Background: an optimization exercise with open tools, aiming at small area, a short achievable clock period and few clock cycles per item. Do not read the settings as production practice.
Function was checked by simulation only, so behaviour that the tests miss may differ from the original.

==> flow/design.v <==
`default_nettype none
package sfd_pkg;
	localparam logic [7:0] BYTE_START = 8'h41;
	localparam logic [7:0] BYTE_END   = 8'h40;
	localparam logic [16:0] FACTOR_RESET = 17'd19661;
	localparam logic [16:0] FACTOR_ONE   = 17'd65536;
endpackage
`default_nettype wire
`default_nettype none
import sfd_pkg::*;
module sensor_frame_deframer_smoother (
	input  wire logic         clk,
	input  wire logic         arst_n,
	input  wire logic         rx_valid,
	output logic              rx_ready,
	input  wire logic [7:0]   rx_byte,
	output logic              result_valid,
	input  wire logic         result_ready,
	output logic [28:0]       encoder_angle_avg,
	output logic [31:0]       wind_speed_avg,
	output logic [31:0]       wind_angle_avg,
	output logic [15:0]       raw_count,
	output logic              float_saturated,
	input  wire logic         cfg_we,
	input  wire logic [16:0]  cfg_wdata
);
	function automatic logic [32:0] to_q16(input logic [31:0] bits);
		logic        s;
		logic [7:0]  e;
		logic [7:0]  sh;
		logic [31:0] mag;
		logic        inr;
		logic        big;
		logic [31:0] v;
		logic        sat;
		begin
			s   = bits[31];
			e   = bits[30:23];
			sh  = 8'd142 - e;
			mag = {1'b1, bits[22:0], 8'b0} >> sh[4:0];
			inr = (e >= 8'd111) && (e <= 8'd141);
			big = (e >= 8'd142);
			sat = big && !(s && (e == 8'd142) && (bits[22:0] == 23'd0));
			if (inr) begin
				v = s ? (~mag + 32'd1) : mag;
			end else if (big && !((e == 8'hFF) && (bits[22:0] != 23'd0))) begin
				v = s ? 32'h8000_0000 : 32'h7FFF_FFFF;
			end else begin
				v = 32'd0;
			end
			to_q16 = {sat, v};
		end
	endfunction
	logic [7:0]  hist_q [11];
	logic [3:0]  fill_q;
	logic        start_q;
	logic        pend_q;
	logic        valid_q;
	logic        xfer;
	logic        snap;
	assign rx_ready = !(pend_q && (run || valid_q));
	assign xfer     = rx_valid && rx_ready;
	assign snap     = pend_q && !(run || valid_q);
	always_ff @(posedge clk) begin
		if (xfer) begin
			hist_q[0] <= rx_byte;
			for (int i = 1; i < 11; i++) begin
				hist_q[i] <= hist_q[i-1];
			end
		end
	end
	always_ff @(posedge clk or negedge arst_n) begin
		if (!arst_n) begin
			fill_q  <= '0;
			start_q <= 1'b0;
			pend_q  <= 1'b0;
		end else begin
			if (xfer) begin
				if (fill_q != 4'd10) begin
					fill_q <= fill_q + 4'd1;
				end
				start_q <= (fill_q == 4'd10) && (hist_q[9] == BYTE_START);
			end
			pend_q <= (xfer && start_q && (rx_byte == BYTE_END)) || (pend_q && !snap);
		end
	end
	logic [15:0] cnt_q;
	logic        sat_q;
	logic [31:0] xs_q;
	logic [31:0] xd_q;
	logic [15:0] frame_cnt;
	logic [21:0] cnt45;
	logic [45:0] ang_z;
	logic [28:0] enc_smp;
	logic        shf_q;
	logic [31:0] conv_in;
	logic [32:0] conv;
	logic [9:0]  ph_q;
	assign frame_cnt = {hist_q[10], hist_q[9]};
	assign conv_in   = snap ? {hist_q[8], hist_q[7], hist_q[6], hist_q[5]} :
		(shf_q ? {hist_q[5], hist_q[4], hist_q[3], hist_q[2]}
		       : {hist_q[4], hist_q[3], hist_q[2], hist_q[1]});
	assign conv      = to_q16(conv_in);
	assign cnt45     = ({6'd0, frame_cnt} << 5) + ({6'd0, frame_cnt} << 3)
		+ ({6'd0, frame_cnt} << 2) + {6'd0, frame_cnt};
	assign ang_z     = (({24'd0, cnt45} << 24) | {24'd0, cnt45}) + ({24'd0, cnt45} << 12)
		+ 46'h1_0000;
	assign enc_smp   = ang_z[45:17];
	always_ff @(posedge clk) begin
		shf_q <= xfer;
		if (snap) begin
			cnt_q <= frame_cnt;
			sat_q <= conv[32];
			xs_q  <= conv[31:0];
		end else if (ph_q[0]) begin
			sat_q <= sat_q | conv[32];
			xd_q  <= conv[31:0];
		end
	end
	logic [16:0] g_q;
	logic [2:0]  ca_q;
	logic [2:0]  cb_q;
	logic [2:0]  cc_q;
	logic        run;
	logic        step0;
	logic [32:0] d_q;
	logic [33:0] acc_q;
	logic [31:0] p0_q;
	logic [31:0] p1_q;
	logic [31:0] p2_q;
	logic        ph_sub;
	logic        ph_last;
	logic [31:0] xin;
	logic [31:0] ain;
	logic [32:0] diff;
	logic        dig8;
	logic [2:0]  bw [8];
	logic [34:0] row_a;
	logic [34:0] row_b;
	logic [34:0] row_c;
	logic        neg_a;
	logic        neg_b;
	logic        neg_c;
	logic [39:0] op_c;
	logic [39:0] op_d;
	logic [39:0] sum;
	function automatic logic [2:0] booth(input logic b2, input logic b1, input logic b0);
		booth = {b2 & !(b1 & b0), (b2 & !b1 & !b0) | (!b2 & b1 & b0), b1 ^ b0};
	endfunction
	function automatic logic [34:0] brow(input logic [2:0] c, input logic [32:0] x);
		logic [34:0] m;
		begin
			m = c[0] ? {{2{x[32]}}, x} : (c[1] ? {x[32], x, 1'b0} : 35'd0);
			brow = m ^ {35{c[2]}};
		end
	endfunction
	always_comb begin
		for (int j = 0; j < 8; j++) begin
			bw[j] = booth(g_q[2*j+1], g_q[2*j], (j == 0) ? 1'b0 : g_q[2*j-1]);
		end
	end
	assign dig8 = g_q[16] | g_q[15];
	assign run     = |ph_q;
	assign ph_sub  = ph_q[0] | ph_q[3] | ph_q[6];
	assign step0   = ph_q[1] | ph_q[4] | ph_q[7];
	assign ph_last = ph_q[3] | ph_q[6] | ph_q[9];
	assign xin  = ph_q[0] ? d_q[31:0] : (ph_q[3] ? xs_q : xd_q);
	assign ain  = ph_q[0] ? p0_q : p1_q;
	assign diff = {xin[31], xin} - {ain[31], ain};
	always_ff @(posedge clk) begin
		if (ph_sub) begin
			ca_q <= bw[0]; cb_q <= bw[1]; cc_q <= bw[2];
		end else if (step0) begin
			ca_q <= bw[3]; cb_q <= bw[4]; cc_q <= bw[5];
		end else begin
			ca_q <= bw[6]; cb_q <= bw[7]; cc_q <= 3'd0;
		end
	end
	assign row_a = brow(ca_q, d_q);
	assign row_b = brow(cb_q, d_q);
	assign row_c = brow(cc_q, d_q);
	assign neg_a = ca_q[2];
	assign neg_b = cb_q[2];
	assign neg_c = cc_q[2];
	assign op_c  = ph_last ? ({{8{p0_q[31]}}, p0_q} << 4) : ({{5{row_c[34]}}, row_c} << 4);
	assign op_d  = step0 ? 40'd0 : {{6{acc_q[33]}}, acc_q};
	assign sum   = {{5{row_a[34]}}, row_a} + ({{5{row_b[34]}}, row_b} << 2) + op_c + op_d
		+ {39'd0, neg_a} + {37'd0, neg_b, 2'd0} + {35'd0, neg_c, 4'd0};
	always_ff @(posedge clk) begin
		acc_q <= sum[39:6];
		if (snap) begin
			d_q <= {4'd0, enc_smp};
		end else if (ph_sub) begin
			d_q <= diff;
		end
	end
	always_ff @(posedge clk or negedge arst_n) begin
		if (!arst_n) begin
			g_q     <= FACTOR_RESET;
			valid_q <= 1'b0;
			ph_q    <= '0;
			p0_q    <= '0;
			p1_q    <= '0;
			p2_q    <= '0;
		end else begin
			if (cfg_we) begin
				g_q <= (cfg_wdata > FACTOR_ONE) ? FACTOR_ONE : cfg_wdata;
			end
			if (snap) begin
				ph_q <= 10'd1;
			end else begin
				ph_q <= {ph_q[8:0], 1'b0};
			end
			if (ph_q[9]) begin
				valid_q <= 1'b1;
			end
			if (valid_q && result_ready) begin
				valid_q <= 1'b0;
			end
			if (ph_last) begin
				p0_q <= (dig8 && !ph_q[9]) ? xin : p1_q;
				p1_q <= p2_q;
				p2_q <= sum[35:4];
			end else if (ph_q[0] && dig8) begin
				p0_q <= xin;
			end
		end
	end
	assign result_valid      = valid_q;
	assign encoder_angle_avg = p0_q[28:0];
	assign wind_speed_avg    = p1_q;
	assign wind_angle_avg    = p2_q;
	assign raw_count         = cnt_q;
	assign float_saturated   = sat_q;
endmodule
`default_nettype wire
==> flow/run.sh <==
#!/bin/bash
# synth_recipe.tcl (not shown) runs the flow's synth.tcl, then flattens the netlist and writes it again
# the make line also repeats each setting of config.mk as NAME=value (left out here)
make -C /OpenROAD-flow-scripts/flow DESIGN_CONFIG=/design/flow/config.mk WORK_HOME=/design/flow/orfs CLKGATE_MAP_FILE= SYNTH_SCRIPT=/design/flow/synth_recipe.tcl finish
==> flow/config.mk <==
export PLATFORM = sky130hd
export DESIGN_NAME = sensor_frame_deframer_smoother
export DESIGN_NICKNAME = sensor_frame_deframer_smoother
export VERILOG_FILES = /design/flow/design.v
export SDC_FILE = /design/flow/constraint.sdc
export NUM_CORES = 4
export LEC_CHECK = 0
export CAP_MARGIN = 20
export CORE_MARGIN = 2
export CORE_UTILIZATION = 40
export PLACE_DENSITY = 0.6
export SLEW_MARGIN = 20
==> flow/constraint.sdc <==
create_clock -name core_clock -period 11.0 [get_ports {clk}]
set_input_delay 2.2000 -clock core_clock [delete_from_list [all_inputs] [get_ports {clk}]]
set_output_delay 2.2000 -clock core_clock [all_outputs]
set_load 0.01 [all_outputs]
==> impl_metrics.json, run 1 <==
{
  "grt.overflow.total": 0,
  "port_buffers": 141,
  "critPathArrivalTime_ns": 8.10,
  "dp_hpwl_um": 60700,
  "firstDrtPassIters": 6,
  "clk_path_buf_depth": 3,
  "max_slew_margin_pct": 27.1,
  "status": "complete, no violations",
  "h-tree-depth": 2,
  "path_clk_slew_ns": 0.06,
  "yosysSeqAreaShare_pct": 34.8,
  "finalSetupTns_ns": 0,
  "root_buffer": "clkbuf_16",
  "vias": 23000,
  "finalSetupViolations": 0,
  "fmax_mhz": 129,
  "synthesis.area_sq_mm": 0.0293,
  "cts_tree": "yes",
  "cp-end-kind": "flop",
  "rsz0062_at_grt": "false",
  "grt_start_max_net_pins": 83,
  "antenna_found_initial": 0,
  "post_cts_buffers": 0,
  "first_global_vias": 22000,
  "tightestPinTransition_ns": 1.09,
  "hold_class": "flop to flop",
  "wirelength_um": 79300,
  "io_pins": 142,
  "initial_core_util_pct": 40.2,
  "rows": 99,
  "die-area_sq_mm": 0.0753,
  "core_area_sq_mm": 0.0727,
  "required_ns": 11.33,
  "avgSynthCellArea_sq_um": 9.20,
  "fin_crit_sh_pct": 70.7,
  "min_period_ns": 7.77,
  "grt_pass1_wl_um": 126000,
  "criticalPathCategory": "flop to flop",
  "start_kind": "flop",
  "cts_hold_buf": 0,
  "clk_latency_ns": 0.61,
  "synth_edf_count": 198,
  "fin_skew_ns": 0.0315,
  "area_growth_pct": 12.3,
  "ctsResizeCount": 0,
  "routedWlPerCell_um": 18.9,
  "numCtsBuffers": 45,
  "async_flop_share_pct": 34.6,
  "dr.first_iter.drc_count": 1686,
  "finalNetCount": 3500,
  "grt_use_total_pct": 21.0,
  "drive_gt1_share_pct": 6.67,
  "postLayoutCoreUtil_pct": 45.2,
  "hold_viol": 0,
  "drc": 0,
  "maxCapViolations": 0,
  "ys_ff_latch": 376,
  "via_per_inst": 5.48,
  "drtAntennaViolNets": 0,
  "die-width_um": 274,
  "postSynthCellCount": 3179,
  "synth_warnings": 3,
  "drv_slew": 0,
  "synth_fp_nets": 3476,
  "fin_hold_ws_ns": 0.417,
  "worstPathMaxFanout": 10,
  "cts_sinks": 376,
  "synth_top_flop_cell": "edfxtp_1",
  "die_h_um": 274,
  "synth.distinct_cells": 95,
  "gp_congestion": 0.882
}
==> cell type report <==
class | instances | area (sq um)
diodes | 1 | 2.50
clock buffers | 56 | 1230
clock inverters | 27 | 287
fillers | 7018 | 39900
inverters | 120 | 452
multi-input cells | 2484 | 17800
flip-flops and latches | 376 | 10200
well taps | 959 | 1200
repair buffers | 176 | 1680
==> sequential cells by signal (all words and copies together), names as in the netlist, 4 cells and up <==
| signal | count |
|---|---|
| acc_q | 34 |
| hist_q | 88 |
| p0_q | 32 |
| g_q | 17 |
| ph_q | 10 |
| p1_q | 32 |
| cnt_q | 16 |
| d_q | 33 |
| xs_q | 32 |
| xd_q | 32 |
| fill_q | 4 |
| p2_q | 32 |
==> layout by cell type (no fill, tap or decap), types with 17 or more instances in the layout <==
| master | count |
|---|---|
| nand2_1 | 467 |
| nor3_1 | 57 |
| ha_1 | 202 |
| and2_1 | 41 |
| clkbuf_16 | 46 |
| buf_4 | 35 |
| dfrtp_1 | 120 |
| mux2i_1 | 221 |
| nor2b_1 | 17 |
| o21ai_0 | 234 |
| a22oi_1 | 64 |
| o22ai_1 | 19 |
| a21o_1 | 42 |
| xnor2_1 | 194 |
| o21a_1 | 22 |
| nand3_1 | 49 |
| xor2_1 | 43 |
| or3_1 | 24 |
| dfxtp_1 | 43 |
| nand4_1 | 17 |
| nor2_1 | 207 |
| nor4_1 | 18 |
| fa_1 | 65 |
| nand2b_1 | 27 |
| edfxtp_1 | 198 |
| inv_1 | 118 |
| o21bai_1 | 18 |
| a31oi_1 | 20 |
| a21oi_1 | 162 |
| clkdlybuf4s50_1 | 140 |
| mux2_2 | 48 |
==> path summary, 6_finish.rpt <==
kind	startpoint	endpoint	slack, ns	depth (start not counted)
max	hist_q[9][3]$_DFFE_PP_	d_q[27]$_DFFE_PP_	3.23	24
min	hist_q[0][3]$_DFFE_PP_	hist_q[1][3]$_DFFE_PP_	0.42	0
max reg2reg	hist_q[9][3]$_DFFE_PP_	d_q[27]$_DFFE_PP_	3.23	24
min reg2reg	hist_q[0][3]$_DFFE_PP_	hist_q[1][3]$_DFFE_PP_	0.42	0
max in group asynchronous	arst_n	p1_q[4]$_DFFE_PN0N_	8.08	2
min in group asynchronous	arst_n	g_q[4]$_DFFE_PN0P_	1.65	1
==> Yosys cell counts (14+ instances only) <==
cell      instances  area share, %
fa_1             65            4.4
clkbuf_1        141            1.8
dfxtp_1          48            3.3
nand4_1          17           0.36
nand3_1          49           0.84
buf_4            30           0.77
mux2_2           48            1.8
o211ai_1         16           0.41
nand2_1         469            6.0
nor2b_1          19           0.41
or3_1            24           0.51
and3_1           17           0.36
xor2_1           43            1.3
ha_1            202            8.6
edfxtp_1        198             20
mux2i_1         221            7.6
a22oi_1          64            1.6
nand2b_1         27           0.58
o21a_1           22           0.56
a21oi_1         162            2.8
o22ai_1          19           0.41
o21ai_0         234            4.0
nor4_1           18           0.38
a21o_1           42            1.1
inv_1           119            1.5
nor3_1           59            1.0
a31oi_1          20           0.43
and2_1           42           0.90
xnor2_1         194            5.8
buf_1            14           0.18
dfrtp_1         122             10
nor2_1          207            2.7
o21bai_1         18           0.46
buf_2            14           0.24
==> metrics by stage <==
stage | std cells | setup slack (ns) | area, sq um
2_1_floorplan | 3179 | 4.16 | 29300
3_3_place_gp | 4115 | 3.49 | 31300
3_5_place_dp | 4115 | 3.37 | 31300
4_1_cts | 4198 | 3.35 | 32800
5_1_grt | 4198 | 2.66 | 32800
6_report | 4199 | 3.23 | 32800
==> logic make-up after synthesis <==
logic type	after synthesis	share of synthesized area (%)
AOI/OAI and AO/OA	711	15.1
xor gates and xnor gates	238	7.15
adders and majority gates	267	13.1
buffers and inverters	319	4.54
DFF	376	34.8
muxes	276	9.80
and+or+nand+nor	992	15.5
==> metal layers <==
metal / global-route usage, % / vias up / share of wire [%] / wire (um)
li1: - / 11300 / - / -
met1: 29.0 / 11100 / 47 / 37200
met2: 35.3 / 455 / 47 / 37700
met3: 2.06 / 92 / 3.6 / 2840
met4: 4.96 / 0 / 2.0 / 1600
met5: 0 / - / 0 / 0
==> critical path, cell delays in order, from the launching register on <==
cell	delay [ns]
edfxtp_1	0.48
inv_1	0.17
fa_1	0.53
inv_1	0.05
fa_1	0.48
ha_1	0.30
a21o_1	0.18
a21oi_1	0.21
o21ai_0	0.17
o211ai_1	0.24
a21oi_1	0.13
o41ai_1	0.68
xnor2_1	0.26
xnor2_1	0.20
ha_1	0.45
a21o_1	0.26
nor2_1	0.18
nand2_1	0.08
or3b_2	0.48
a31oi_1	0.48
o21ai_1	0.31
a21oi_1	0.69
and4b_1	0.28
xnor2_1	0.12
o21ai_0	0.08
Testbench counts, summed over its fixed seeds: cycles 14,496, items 1,200.
==> run 2, diff against run 1 <==
--- a/flow/config.mk
+++ b/flow/config.mk
@@ -10,3 +10,4 @@
 export CORE_UTILIZATION = 40
 export PLACE_DENSITY = 0.6
+export SETUP_SLACK_MARGIN = 5
 export SLEW_MARGIN = 20
==> run 2 against run 1 <==
  * Register-to-register slack improved by 1.5 ns
  * Via count increased by 4.1%
  * First-iteration DRC count increased by 13%
  * Global-route usage increased by 1.3 points
  * Non-clock buffer count increased by 126
  * Clock skew increased by 0.0089 ns
  * Sequential share of layout area decreased by 2.2 points
  * Highest routed layer unchanged
  * Cell count increased by 3.1%
==> impl_metrics.json, run 2 <==
{
  "finalNetCount": 3629,
  "die-area_sq_mm": 0.0753,
  "grt_use_total_pct": 22.3,
  "synth_warnings": 3,
  "max_slew_margin_pct": 28.3,
  "n_antenna_cell": 0,
  "vias": 23900,
  "numCtsBuffers": 46,
  "die-width_um": 274,
  "r2r-end": "acc_q[33]$_DFF_P_",
  "clk_path_buf_depth": 3,
  "hold_viol": 0,
  "h-tree-depth": 2,
  "finalSetupViolations": 0,
  "grt.overflow.total": 0,
  "yosysTopAreaCell": "edfxtp_1",
  "drive_gt1_share_pct": 15.4,
  "path_common_cell": "buf_12",
  "area_growth_pct": 21.0,
  "seqCellArea_sq_mm": 0.0102,
  "avgSynthCellArea_sq_um": 9.20,
  "min_period_ns": 6.26,
  "final_common_cell": "nand2_1",
  "synth_most_common_cell": "nand2_1",
  "dpl_cell_area_sq_mm": 0.0316,
  "cp-end-kind": "flop",
  "io_pins": 142,
  "initial_core_util_pct": 40.2,
  "finalSetupTns_ns": 0,
  "rsz0062_at_grt": "true",
  "first_global_vias": 23400,
  "status": "complete, no violations",
  "gp_congestion": 0.903,
  "slowest_stage": "fa_1",
  "synth_common_cells": "469 x nand2_1, 234 x o21ai_0, 221 x mux2i_1",
  "grt_start_max_net_pins": 82,
  "wirelength_um": 84800,
  "grt_pass1_wl_um": 133000,
  "routedWlPerCell_um": 19.6,
  "worstPathMaxFanout": 5,
  "clk_latency_ns": 0.61,
  "fin_crit_sh_pct": 56.9,
  "hold_depth": 0,
  "start_kind": "flop",
  "maxCapViolations": 0,
  "synth_fp_nets": 3476,
  "synth_edf_count": 198,
  "cts_tree": "yes",
  "hp-start": "hist_q[0][2]$_DFFE_PP_",
  "dr.first_iter.drc_count": 1906,
  "reg_top3": "hist_q: 88 flops, acc_q: 34 flops, d_q: 33 flops",
  "rrSetupSlack_ns": 4.74,
  "fillerInstances": 6752,
  "yosysSeqAreaShare_pct": 34.8,
  "r2r_start": "cb_q[0]$_DFF_P_",
  "dp_hpwl_um": 61200,
  "cts_sinks": 376,
  "critPathArrivalTime_ns": 6.74,
  "tightestPinTransition_ns": 1.08,
  "synth.distinct_cells": 95,
  "multi_input_area_sq_mm": 0.0190,
  "slowest_delay_ns": 0.54,
  "path_clk_slew_ns": 0.06,
  "rows": 99,
  "hold_class": "flop to flop",
  "die_h_um": 274,
  "via_per_inst": 5.53,
  "antenna_found_initial": 0,
  "largest_register_ff_count": 88,
  "postSynthCellCount": 3179,
  "criticalPathCategory": "flop to flop",
  "yosysTopAreaCellShare_pct": 20.3,
  "ys_ff_latch": 376,
  "root_buffer": "clkbuf_16",
  "layout_common_cells": "467 x nand2_1, 221 x mux2i_1, 212 x o21ai_0",
  "fmax_mhz": 160,
  "required_ns": 11.49,
  "firstDrtPassIters": 6,
  "async_flop_share_pct": 34.6,
  "core_area_sq_mm": 0.0727,
  "regMostFlops": "hist_q",
  "port_buffers": 141,
  "setup_slack_ns": 4.74,
  "reg2reg_depth": 29,
  "stdcell_area_sq_mm": 0.0354,
  "drv_slew": 0,
  "pre_cts_slack_ns": 3.94,
  "synthTopCellsByArea": "edfxtp_1 20%, dfrtp_1 10%, ha_1 8.6%",
  "synthesis.area_sq_mm": 0.0293,
  "fin_skew_ns": 0.0404,
  "drc": 0,
  "cts_hold_buf": 0,
  "synth_top_flop_cell": "edfxtp_1",
  "hold-path-endpoint": "hist_q[1][2]$_DFFE_PP_",
  "drtAntennaViolNets": 0
}
==> run 2: cell counts after synthesis <==
No cell type changed its count.
==> run 2: cell type report <==
type | instances | area share, %
multi-input cells | 2485 | 53.6
clock buffers | 62 | 3.86
inverters | 120 | 1.29
well taps | 959 | 3.39
repair inverters | 1 | 0.0212
repair buffers | 302 | 8.09
flip-flops and latches | 376 | 28.8
clock inverters | 23 | 0.912
==> run 2: cells by family (layout without fill, tap and decap cells) <==
family,count (synthesis),after routing,synth area share [%]
adder cells (fa/ha/maj),267,267,13.1
buffers and inverters,319,508,4.54
XOR/XNOR,238,238,7.15
AND/OR/NAND/NOR,992,992,15.5
flip-flops,376,376,34.8
multiplexers,276,276,9.80
AO/OA/AOI/OAI,711,712,15.1
==> run 2: worst max path at each step <==
stage / start / to / slack (ns) / depth (start not counted)
2_1_floorplan: ca_q[0]$_DFF_P_ / acc_q[33]$_DFF_P_ / 4.94 / 31
3_3_place_gp: ca_q[0]$_DFF_P_ / p2_q[30]$_DFFE_PN0N_ / 3.99 / 25
3_5_place_dp: ca_q[0]$_DFF_P_ / p2_q[30]$_DFFE_PN0N_ / 3.94 / 25
4_1_cts: ca_q[1]$_DFF_P_ / p2_q[30]$_DFFE_PN0N_ / 4.80 / 28
5_1_grt: ca_q[1]$_DFF_P_ / acc_q[33]$_DFF_P_ / 4.51 / 29
6_report: cb_q[0]$_DFF_P_ / acc_q[33]$_DFF_P_ / 4.74 / 29
==> run 2: per-stage QoR <==
| stage | cells | util (%) | hold WS [ns] |
|---|---|---|---|
| finish | 4328 | 48.7 | 0.420 |
| global route | 4328 | 48.7 | 0.433 |
| CTS | 4285 | 47.5 | 0.423 |
| detailed placement | 4117 | 43.5 | 0.405 |
| global placement | 4117 | 43.5 | 0.403 |
| floorplan | 3179 | - | 0.400 |
==> run 2: what timing repair did <==
item / in CTS / in global routing
resized for setup: 108 / 111
setup buffers: 77 / 43
pin swaps: 95 / 106
setup endpoints to repair: 111 / 93
cloned: 6 / 0
==> run 2: routing by layer <==
layer  GRT usage, %  part of all wire [%]
met4           7.27                   3.3
met1           29.9                    45
met3           1.99                   3.9
met5              0                     0
met2           37.7                    48
==> run 2: critical path, delay by kind of cell (launching register included) <==
family | cells | cell delay, ns
AND/OR/NAND/NOR | 6 | 1.25
buffers and inverters | 3 | 0.44
AO/OA/AOI/OAI | 14 | 2.44
adder cells (fa/ha/maj) | 4 | 1.34
flip-flops | 1 | 0.35
XOR/XNOR | 2 | 0.32
==> run 3, diff against run 2 <==
--- a/flow/design.v
+++ b/flow/design.v
@@ -59,7 +59,11 @@
 	logic        xfer;
 	logic        snap;
-	assign rx_ready = !(pend_q && (run || valid_q));
+	logic        snapped_q;
+	logic        busy_d;
+	logic        ph0;
+	assign busy_d   = snapped_q || run;
+	assign rx_ready = !(pend_q && busy_d);
 	assign xfer     = rx_valid && rx_ready;
-	assign snap     = pend_q && !(run || valid_q);
+	assign snap     = pend_q && !busy_d;
 	always_ff @(posedge clk) begin
 		if (xfer) begin
@@ -85,6 +89,9 @@
 		end
 	end
+	logic [32:0] d_q;
 	logic [15:0] cnt_q;
 	logic        sat_q;
+	logic [15:0] cnt_out_q;
+	logic        sat_out_q;
 	logic [31:0] xs_q;
 	logic [31:0] xd_q;
@@ -96,5 +103,6 @@
 	logic [31:0] conv_in;
 	logic [32:0] conv;
-	logic [9:0]  ph_q;
+	logic [10:1] ph_q;
+	logic        s1_q;
 	assign frame_cnt = {hist_q[10], hist_q[9]};
 	assign conv_in   = snap ? {hist_q[8], hist_q[7], hist_q[6], hist_q[5]} :
@@ -104,14 +112,19 @@
 	assign cnt45     = ({6'd0, frame_cnt} << 5) + ({6'd0, frame_cnt} << 3)
 		+ ({6'd0, frame_cnt} << 2) + {6'd0, frame_cnt};
-	assign ang_z     = (({24'd0, cnt45} << 24) | {24'd0, cnt45}) + ({24'd0, cnt45} << 12)
-		+ 46'h1_0000;
+	assign ang_z     = (({24'd0, d_q[21:0]} << 24) | {24'd0, d_q[21:0]})
+		+ ({24'd0, d_q[21:0]} << 12) + 46'h1_0000;
 	assign enc_smp   = ang_z[45:17];
 	always_ff @(posedge clk) begin
 		shf_q <= xfer;
+		s1_q  <= snap;
+		if (ph_q[10]) begin
+			cnt_out_q <= cnt_q;
+			sat_out_q <= sat_q;
+		end
 		if (snap) begin
 			cnt_q <= frame_cnt;
 			sat_q <= conv[32];
 			xs_q  <= conv[31:0];
-		end else if (ph_q[0]) begin
+		end else if (s1_q) begin
 			sat_q <= sat_q | conv[32];
 			xd_q  <= conv[31:0];
@@ -124,5 +137,4 @@
 	logic        run;
 	logic        step0;
-	logic [32:0] d_q;
 	logic [33:0] acc_q;
 	logic [31:0] p0_q;
@@ -162,9 +174,10 @@
 	assign dig8 = g_q[16] | g_q[15];
 	assign run     = |ph_q;
-	assign ph_sub  = ph_q[0] | ph_q[3] | ph_q[6];
-	assign step0   = ph_q[1] | ph_q[4] | ph_q[7];
-	assign ph_last = ph_q[3] | ph_q[6] | ph_q[9];
-	assign xin  = ph_q[0] ? d_q[31:0] : (ph_q[3] ? xs_q : xd_q);
-	assign ain  = ph_q[0] ? p0_q : p1_q;
+	assign ph0     = snapped_q && !valid_q && !run;
+	assign ph_sub  = ph_q[1] | ph_q[4] | ph_q[7];
+	assign step0   = ph_q[2] | ph_q[5] | ph_q[8];
+	assign ph_last = ph_q[4] | ph_q[7] | ph_q[10];
+	assign xin  = ph_q[1] ? d_q[31:0] : (ph_q[4] ? xs_q : xd_q);
+	assign ain  = ph_q[1] ? p0_q : p1_q;
 	assign diff = {xin[31], xin} - {ain[31], ain};
 	always_ff @(posedge clk) begin
@@ -190,4 +203,6 @@
 		acc_q <= sum[39:6];
 		if (snap) begin
+			d_q <= {11'd0, cnt45};
+		end else if (ph0) begin
 			d_q <= {4'd0, enc_smp};
 		end else if (ph_sub) begin
@@ -199,4 +214,5 @@
 			g_q     <= FACTOR_RESET;
 			valid_q <= 1'b0;
+			snapped_q <= 1'b0;
 			ph_q    <= '0;
 			p0_q    <= '0;
@@ -208,9 +224,10 @@
 			end
 			if (snap) begin
-				ph_q <= 10'd1;
-			end else begin
-				ph_q <= {ph_q[8:0], 1'b0};
-			end
-			if (ph_q[9]) begin
+				snapped_q <= 1'b1;
+			end else if (ph0) begin
+				snapped_q <= 1'b0;
+			end
+			ph_q <= {ph_q[9:1], ph0};
+			if (ph_q[10]) begin
 				valid_q <= 1'b1;
 			end
@@ -219,8 +236,8 @@
 			end
 			if (ph_last) begin
-				p0_q <= (dig8 && !ph_q[9]) ? xin : p1_q;
+				p0_q <= (dig8 && !ph_q[10]) ? xin : p1_q;
 				p1_q <= p2_q;
 				p2_q <= sum[35:4];
-			end else if (ph_q[0] && dig8) begin
+			end else if (ph_q[1] && dig8) begin
 				p0_q <= xin;
 			end
@@ -231,6 +248,6 @@
 	assign wind_speed_avg    = p1_q;
 	assign wind_angle_avg    = p2_q;
-	assign raw_count         = cnt_q;
-	assign float_saturated   = sat_q;
+	assign raw_count         = cnt_out_q;
+	assign float_saturated   = sat_out_q;
 endmodule
 `default_nettype wire
==> run 3 against run 2 <==
  * Still clean on timing, DRC and antenna
  * Sequential share of layout area grew 1.4 points
  * Die area grew 3.2%
  * Largest cell class unchanged
  * Highest routed layer unchanged
==> impl_metrics.json, run 3 <==
{
  "status": "complete, no violations",
  "synth_fp_nets": 3506,
  "stdcell_area_sq_mm": 0.0353,
  "synth_most_common_cell": "nand2_1",
  "rows": 100,
  "die-area_sq_mm": 0.0777,
  "postSynthCellCount": 3207,
  "synth_top_flop_cell": "edfxtp_1",
  "layout_common_cells": "456 x nand2_1, 218 x o21ai_0, 208 x edfxtp_1",
  "fin_skew_ns": 0.0302,
  "dpl_cell_area_sq_mm": 0.0321,
  "synth_warnings": 3,
  "async_flop_share_pct": 33.2,
  "grt_pass1_wl_um": 144000,
  "tightestPinTransition_ns": 1.01,
  "required_ns": 11.51,
  "firstDrtPassIters": 5,
  "io_pins": 142,
  "worstPathMaxFanout": 7,
  "critPathArrivalTime_ns": 6.91,
  "hp-start": "cnt_q[14]$_DFFE_PP_",
  "fin_hold_ws_ns": 0.393,
  "synthTopCellsByArea": "edfxtp_1 21%, dfrtp_1 10%, ha_1 8.5%",
  "regMostFlops": "hist_q",
  "max_slew_margin_pct": 32.3,
  "synth_edf_count": 208,
  "finalNetCount": 3590,
  "largest_register_ff_count": 88,
  "maxCapViolations": 0,
  "cts_hold_buf": 0,
  "r2r_start": "ca_q[0]$_DFF_P_",
  "hold_viol": 0,
  "synthXorXnorAreaFrac_pct": 6.61,
  "first_global_vias": 23800,
  "criticalPathCategory": "flop to flop",
  "postLayoutCoreUtil_pct": 47.4,
  "synthAdderAreaFrac_pct": 12.8,
  "h-tree-depth": 2,
  "yosysTopAreaCell": "edfxtp_1",
  "routedWlPerCell_um": 22.1,
  "cp-end-kind": "flop",
  "rsz0062_at_grt": "true",
  "synth_top_family_by_area": "compound AO/OA/AOI/OAI gates",
  "grt.overflow.total": 0,
  "grt_start_max_net_pins": 82,
  "root_buffer": "clkbuf_16",
  "core_area_sq_mm": 0.0746,
  "finalSetupTns_ns": 0,
  "finalSetupViolations": 0,
  "start_kind": "flop",
  "synth_compound_area_share_pct": 16.2,
  "hold_class": "flop to flop",
  "die_h_um": 279,
  "drc": 0,
  "fmax_mhz": 156,
  "antenna_found_initial": 1,
  "drtAntennaViolNets": 0,
  "wirelength_um": 94900,
  "fillerInstances": 6995,
  "area_growth_pct": 17.0,
  "die-width_um": 279,
  "yosysTopAreaCellShare_pct": 20.7,
  "via_per_inst": 5.76,
  "crit_start": "ca_q[0]$_DFF_P_",
  "fin_crit_sh_pct": 58.2,
  "final_common_cell": "nand2_1",
  "avgSynthCellArea_sq_um": 9.42,
  "clk_latency_ns": 0.62,
  "drv_slew": 0,
  "synth.distinct_cells": 111,
  "dp_hpwl_um": 67700,
  "cts_tree": "yes",
  "grt_use_total_pct": 23.9,
  "clk_path_buf_depth": 3,
  "min_period_ns": 6.40,
  "muxShareOfSynthArea_pct": 9.38,
  "ys_ff_latch": 395,
  "gp_congestion": 0.944,
  "synthesis.area_sq_mm": 0.0302,
  "reg_top3": "hist_q: 88 flops, acc_q: 34 flops, d_q: 33 flops",
  "numCtsBuffers": 47,
  "synthSimpleGateAreaFrac_pct": 15.2,
  "initial_core_util_pct": 40.5,
  "port_buffers": 141,
  "dr.first_iter.drc_count": 2046,
  "yosysSeqAreaShare_pct": 35.3,
  "drive_gt1_share_pct": 12.7,
  "vias": 24800,
  "synth_common_cells": "461 x nand2_1, 225 x o21ai_0, 208 x edfxtp_1",
  "path_clk_slew_ns": 0.06,
  "cts_sinks": 395
}
## run 3: cell count changes after synthesis, moves of 16 or more
cell / previous run / this run
inv_1: 119 / 79
a21oi_1: 162 / 188
nor2_1: 207 / 169
xor2_1: 43 / 59
nor3_1: 59 / 75
xnor2_1: 194 / 169
mux2i_1: 221 / 195
## run 3: layout make-up
type,instances,area [sq um],area share [%]
Antenna cell,1,2.50,0.00708
Clock buffer,70,1390,3.95
Clock inverter,18,340,0.963
Inverter,81,309,0.875
Multi-Input combinational cell,2517,19000,53.7
Sequential cell,395,10700,30.2
Tap cell,969,1210,3.43
Timing Repair Buffer,248,2400,6.80
Timing Repair inverter,1,7.51,0.0213
## run 3: cell families after synthesis
logic type | count (synthesis)
buffers and inverters | 298
adders and majority gates | 269
muxes | 259
and+or+nand+nor | 983
DFF | 395
xor gates and xnor gates | 228
AOI/OAI and AO/OA | 775
## run 3: metal layers
layer  share of wire, %  vias up  GRT usage (%)
met1                 43    12100           31.8
met4                4.0        0           8.84
met3                4.8      187           2.17
met5                  0        -              0
met2                 48      684           40.5
li1                   -    11800              -
## run 3: worst paths after layout
kind / end / slack [ns] / cells after the start
max: acc_q[32]$_DFF_P_ / 4.60 / 27
min: cnt_out_q[14]$_DFFE_PP_ / 0.39 / 0
max reg2reg: acc_q[32]$_DFF_P_ / 4.60 / 27
min reg2reg: cnt_out_q[14]$_DFFE_PP_ / 0.39 / 0
max in group asynchronous: ph_q[1]$_DFF_PN0_ / 7.98 / 2
min in group asynchronous: p2_q[15]$_DFFE_PN0N_ / 1.65 / 1
## run 3: what timing repair did
item	in CTS	in global routing
endpoints found under the setup margin	103	70
cloned	7	2
gates resized for setup	67	81
buffers inserted	39	30
pin swaps	54	67
## run 3: per-stage QoR
step           cells  setup slack [ns]
6_report        4300              4.60
4_1_cts         4267              4.52
5_1_grt         4299              4.38
2_1_floorplan   3207              4.94
3_5_place_dp    4133              3.76
3_3_place_gp    4133              3.83
## run 3: worst max-delay path, stage by stage, from the launching register on
cell	delay [ns]
dfxtp_4	0.35
buf_12	0.13
nor2b_4	0.25
buf_4	0.19
buf_4	0.11
a22oi_1	0.07
xnor2_1	0.24
ha_2	0.37
o211a_1	0.27
nand4_1	0.09
a21boi_1	0.29
o311a_4	0.26
a21boi_2	0.07
a221o_1	0.42
a21bo_2	0.27
a21oi_4	0.13
o21bai_1	0.07
a21oi_1	0.17
xnor2_1	0.15
fa_1	0.44
ha_1	0.31
ha_2	0.19
a21o_1	0.21
a21o_1	0.21
o21a_1	0.20
o31a_1	0.32
or4_1	0.43
o311ai_2	0.09
Testbench counts of run 3, summed over its fixed seeds: cycles 14,504, items 1,200.

==> re-timing with driven ports <==
How much do the figures lean on ideal ports? The routed layouts below were timed once more, with nothing changed but the port constraints. Step 1 assumes that a clkbuf_16 drives the clock port and a buf_2 every other input. Step 2 adds t to the input delays and takes it off the output delays; t is the mean of the earliest and latest rising clock arrival at the registers after step 1. Input paths then give back, and output paths get back, about the clock's delay inside the block. Slacks: no drivers / after step 1 / after step 2; pairs: no drivers / after step 1.
run	t (ns)	setup slack, ns	pins driven straight from the clock port
run 1	0.655	3.227 / 3.227 / 3.227	1
run 2	0.652	4.745 / 4.745 / 4.745	1
run 3	0.676	4.599 / 4.599 / 4.599	1
After both steps every run listed still meets setup and hold.
